This is an optimization exercise on Yosys and OpenROAD, whose aim is small area, not a production implementation. Only simulation tests tie the RTL to the original design; equivalence was not proved. Power figures rest on the tool's default switching activity, not on a simulated workload. The clock port is modelled as an ideal driver; clocking choices that lean on that would not hold on a real chip.

Setup of job 101:
## ooo_core
module ooo_core
(
    input  logic        clk_in,
    input  logic        rst_in,
    input  logic        rdy_in,         
    input  logic        issue_valid,
    input  logic        issue_use_imm,
    input  logic [3:0]  issue_op,
    input  logic [4:0]  issue_rs1,
    input  logic [4:0]  issue_rs2,
    input  logic [4:0]  issue_rd,
    input  logic [31:0] issue_imm,
    output logic        issue_ready,
    output logic        commit_valid,
    output logic [4:0]  commit_rd,
    output logic [31:0] commit_value
);
    localparam logic [2:0] S_CLEAR  = 3'd0;    
    localparam logic [2:0] S_IDLE   = 3'd1;    
    localparam logic [2:0] S_LOAD   = 3'd2;    
    localparam logic [2:0] S_EXEC   = 3'd3;    
    localparam logic [2:0] S_ROT    = 3'd4;    
    localparam logic [2:0] S_WB     = 3'd5;    
    localparam logic [2:0] S_COMMIT = 3'd6;    
    logic [2:0]  state;
    logic [4:0]  t;
    logic [31:0] res;
    logic        carry;
    logic [4:0]  shamt;
    logic        last;        
    logic        first;       
  ...
clock: 10.0 ns
lec_check: 0
cap_margin: 0
core_margin: 2
core_utilization: 60
cts_buf_list: sky130_fd_sc_hd__clkbuf_8
cts_cluster_diameter: 50
cts_cluster_size: 20
slew_margin: 0
run.sh (not shown) runs the stock make flow with config.mk's settings and CLKGATE_MAP_FILE= SYNTH_SCRIPT=/design/flow/synth_recipe.tcl, a recipe that flattens the netlist after the stock synthesis.
Job 101: no failed stages, no open violations at the end
Here is what was changed in the inputs of job 102 compared with job 101.
- a change of CTS_BUF_LIST from sky130_fd_sc_hd__clkbuf_8 to sky130_fd_sc_hd__clkbuf_16
- a change of CTS_CLUSTER_DIAMETER from 50 to 80
- a change of CTS_CLUSTER_SIZE from 20 to 30
==> comparison <==
- The share of the cycle needed by the critical path after routing of job 101 and that of job 102 are within noise of each other.
- Note that the number of CTS-inserted buffers recorded for job 101 amounts to 1.6 times the value seen in job 102.
- Delta (job 102 minus job 101): design area level; final-layout non-clock buffer area share level; sequential element share of the synthesized area level; cell count moved down.
- Wire length after detailed routing went up slightly going from job 101 to job 102.
- Per the comparison of job 102 with job 101, insertion delay of the later-clocked pin in the worst-skew pair -50 ps, worst clock skew -4.8 ps.


The RTL this note starts from:
==> flow/design.v <==
`timescale 1ns/10ps
module ooo_core
(
    input  logic        clk_in,
    input  logic        rst_in,
    input  logic        rdy_in,         
    input  logic        issue_valid,
    input  logic        issue_use_imm,
    input  logic [3:0]  issue_op,
    input  logic [4:0]  issue_rs1,
    input  logic [4:0]  issue_rs2,
    input  logic [4:0]  issue_rd,
    input  logic [31:0] issue_imm,
    output logic        issue_ready,
    output logic        commit_valid,
    output logic [4:0]  commit_rd,
    output logic [31:0] commit_value
);
    localparam logic [2:0] S_CLEAR  = 3'd0;    
    localparam logic [2:0] S_IDLE   = 3'd1;    
    localparam logic [2:0] S_LOAD   = 3'd2;    
    localparam logic [2:0] S_EXEC   = 3'd3;    
    localparam logic [2:0] S_ROT    = 3'd4;    
    localparam logic [2:0] S_WB     = 3'd5;    
    localparam logic [2:0] S_COMMIT = 3'd6;    
    logic [2:0]  state;
    logic [4:0]  t;
    logic [31:0] res;
    logic        carry;
    logic [4:0]  shamt;
    logic        last;        
    logic        first;       
    logic        rbit;        
    logic        bbit;        
    logic        abit;
    logic        op_sub, op_sll, op_slt, op_sltu, op_xor, op_srl, op_sra, op_or, op_and;
    logic        op_shift, op_srx, op_cmp;
    logic        cin, bx, sum, cout, lt;
    logic        alu_bit;
    logic        cmp;         
    logic        hold_res;
    logic        res_in;
    logic        wdata;
    logic        wen;
    logic        clr;
    logic        accept;
    logic [31:0] col;         
    logic [4:0]  rsel;
    assign last  = (t == 5'd31);
    assign first = (t == 5'd0);
    assign op_sub   = (issue_op == 4'd1);
    assign op_sll   = (issue_op == 4'd2);
    assign op_slt   = (issue_op == 4'd3);
    assign op_sltu  = (issue_op == 4'd4);
    assign op_xor   = (issue_op == 4'd5);
    assign op_srl   = (issue_op == 4'd6);
    assign op_sra   = (issue_op == 4'd7);
    assign op_or    = (issue_op == 4'd8);
    assign op_and   = (issue_op == 4'd9);
    assign op_srx   = op_srl | op_sra;
    assign op_shift = op_sll | op_srx;
    assign op_cmp   = op_slt | op_sltu;
    assign col[0] = 1'b0;
    assign rsel   = (state == S_LOAD) ? issue_rs1 : issue_rs2;
    assign rbit   = col[rsel];
    assign clr    = (state == S_CLEAR);
    assign wen    = (state == S_WB);
    genvar gi;
    generate
        for (gi = 1; gi < 32; gi++)
        begin : g_reg
            logic [31:0] r;
            assign col[gi] = r[0];
            always_ff @(posedge clk_in)
            begin
                r <= {((wen && (issue_rd == gi)) || clr) ? wdata : r[0], r[31:1]};
            end
        end
    endgenerate
    assign abit = res[0];
    assign bbit = issue_use_imm ? issue_imm[t] : rbit;
    assign bx   = bbit ^ (op_sub | op_cmp);
    assign cin  = first ? (op_sub | op_cmp) : carry;
    assign sum  = abit ^ bx ^ cin;
    assign cout = (abit & bx) | (abit & cin) | (bx & cin);
    assign lt   = ~cout ^ (op_slt & (abit ^ bbit));
    always_comb
    begin
        if (op_xor)        alu_bit = abit ^ bbit;
        else if (op_or)    alu_bit = abit | bbit;
        else if (op_and)   alu_bit = abit & bbit;
        else if (op_cmp)   alu_bit = 1'b0;
        else if (op_shift) alu_bit = abit;
        else               alu_bit = sum;
    end
    assign cmp      = ((op_srx ? ~t : t) < shamt);
    assign hold_res = (state == S_COMMIT) || ((state == S_ROT) && (cmp ^ op_srx));
    always_comb
    begin
        if (op_shift && cmp)           wdata = op_sra & res[31];    
        else if (op_cmp && first)      wdata = carry;               
        else                           wdata = abit;
        if (clr)                       wdata = 1'b0;
    end
    always_comb
    begin
        case (state)
            S_LOAD:  res_in = rbit;
            S_EXEC:  res_in = alu_bit;
            default: res_in = wdata;
        endcase
    end
    assign issue_ready  = (state == S_COMMIT);
    assign accept       = issue_ready && issue_valid && rdy_in;
    assign commit_valid = accept;
    assign commit_rd    = issue_rd;
    assign commit_value = res;
    always_ff @(posedge clk_in)
    begin
        if (!hold_res)
        begin
            res <= {res_in, res[31:1]};
        end
        if (state == S_EXEC)
        begin
            carry <= (last && op_cmp) ? lt : cout;
            if (t < 5'd5)
            begin
                shamt <= {bbit, shamt[4:1]};
            end
        end
    end
    always_ff @(posedge clk_in)
    begin
        if (rst_in)
        begin
            t     <= '0;
            state <= S_CLEAR;
        end
        else
        begin
            t <= t + 5'd1;
            case (state)
                S_CLEAR:  if (last) state <= S_IDLE;
                S_IDLE:   if (last && issue_valid) state <= S_LOAD;
                S_LOAD:   if (last) state <= S_EXEC;
                S_EXEC:   if (last) state <= op_shift ? S_ROT : S_WB;
                S_ROT:    if (last) state <= S_WB;
                S_WB:     if (last) state <= S_COMMIT;
                S_COMMIT: if (accept) state <= S_IDLE;
                default:  state <= S_IDLE;
            endcase
        end
    end
endmodule
Settings: LEC_CHECK=0, CAP_MARGIN=20, CORE_MARGIN=2, CORE_UTILIZATION=40, SLEW_MARGIN=20; clock period 10.0 ns.
Rerun with:
- CAP_MARGIN: 20 -> 0
- CORE_UTILIZATION: 40 -> 60
- CTS_BUF_LIST: default -> sky130_fd_sc_hd__clkbuf_8 sky130_fd_sc_hd__clkbuf_16
- CTS_CLUSTER_DIAMETER: default -> 60
- CTS_CLUSTER_SIZE: default -> 24
- SLEW_MARGIN: 20 -> 0
Sequential share of layout area rose by 5.6 points.
Area after synthesis is unchanged.
Routed wire length fell by 4.3%.
Power fell by 17%.
Core utilization rose by 19 points.
Clock-buffer cell count fell by 72.
Rerun with:
- CORE_UTILIZATION: 60 -> 40
- CTS_BUF_LIST: sky130_fd_sc_hd__clkbuf_8 sky130_fd_sc_hd__clkbuf_16 -> sky130_fd_sc_hd__clkbuf_4
- CTS_CLUSTER_DIAMETER: 60 -> default
- CTS_CLUSTER_SIZE: 24 -> default
Via count rises by about 13%.
Clock-buffer cell count goes up by 293.
Flip-flop and latch count does not change.
Critical path depth is unchanged.
Cell count grows by 29%.
Register-to-register slack gains 30 ps.
Worst setup slack is worse by 8.9 ps.
Sequential power stays flat.
Rerun with:
==> flow/flow/run.sh (new file) <==
#!/bin/bash
# Standard layout, with two changes: the port buffers are the smallest
# buffer cell, and clock tree synthesis adds no dummy loads. Every tool's
# output is kept in a log file in the work folder.
set -euo pipefail
cd "$(dirname "${BASH_SOURCE[0]}")/.."
export BUFFER_PORTS_ARGS="-buffer_cell sky130_fd_sc_hd__buf_1"
export CTS_ARGS="-sink_clustering_enable -repair_clock_nets -dont_use_dummy_load -buf_list sky130_fd_sc_hd__clkbuf_16 -sink_clustering_size 35 -sink_clustering_max_diameter 90"
bash standard.sh > standard.log 2>&1
==> flow/standard.sh (new file) <==
#!/bin/bash
# synth_recipe.tcl (not shown) runs the flow's synth.tcl, then flattens the netlist and writes it again
# the make line also repeats each setting of config.mk as NAME=value (left out here)
make -C /OpenROAD-flow-scripts/flow DESIGN_CONFIG=/design/flow/config.mk WORK_HOME=/design/flow/orfs CLKGATE_MAP_FILE= SYNTH_SCRIPT=/design/flow/synth_recipe.tcl "${@:-finish}"
- CORE_UTILIZATION: 40 -> 60
- CTS_BUF_LIST: sky130_fd_sc_hd__clkbuf_4 -> sky130_fd_sc_hd__clkbuf_16
- CTS_CLUSTER_DIAMETER: default -> 100
- CTS_CLUSTER_SIZE: default -> 40
removed: flow/run.sh
After rerunning:
- The new run passed the timing, design-rule and antenna checks
- first-iteration DRC count shrinks by 21%
- routed wire length falls by 8.0%
- core utilization is higher by 16 points
- via count went down by 12%
- flip-flop and latch count is unchanged
- synthesized area stays the same
- setup slack improved by 440 ps
- cell count shrinks by 23%
- total power went down by 20%

-- what the ideal ports hide --
Ports are ideal in the flow. The routed layouts listed here were re-timed in OpenROAD. Step 1, drivers: a clkbuf_16 drives clk_in and a buf_2 each remaining input, both assumed. Step 2 moves the port delays by t, midway between the first and last clock arrival at a register: inputs arrive t later, outputs are due t later. That takes back most of the time a late clock gives input paths. Three values: ideal, step 1, step 2; two values: the first two.
run | t, ns | slack for setup (ns) | slew at the worst register clock pin (ns)
job 101 | 0.680 | 4.583 / 4.554 / 3.980 | 0.11 / 0.11
job 102 | 0.636 | 4.579 / 4.554 / 3.973 | 0.10 / 0.10
the first run of note 2 | 0.670 | 4.537 / 4.489 / 3.994 | 0.07 / 0.07
the second run of note 2 | 0.647 | 4.544 / 4.516 / 3.966 | 0.09 / 0.09
the third run of note 2 | 0.982 | 4.535 / 4.488 / 4.000 | 0.07 / 0.07
the fourth run of note 2 | 0.613 | 4.977 / 4.962 / 4.350 | 0.12 / 0.12
After both steps every run listed still meets setup and hold. For the fourth run of note 2, which loses most, drivers alone change the setup slack by -0.015 ns; drivers and shift together by -0.627 ns.
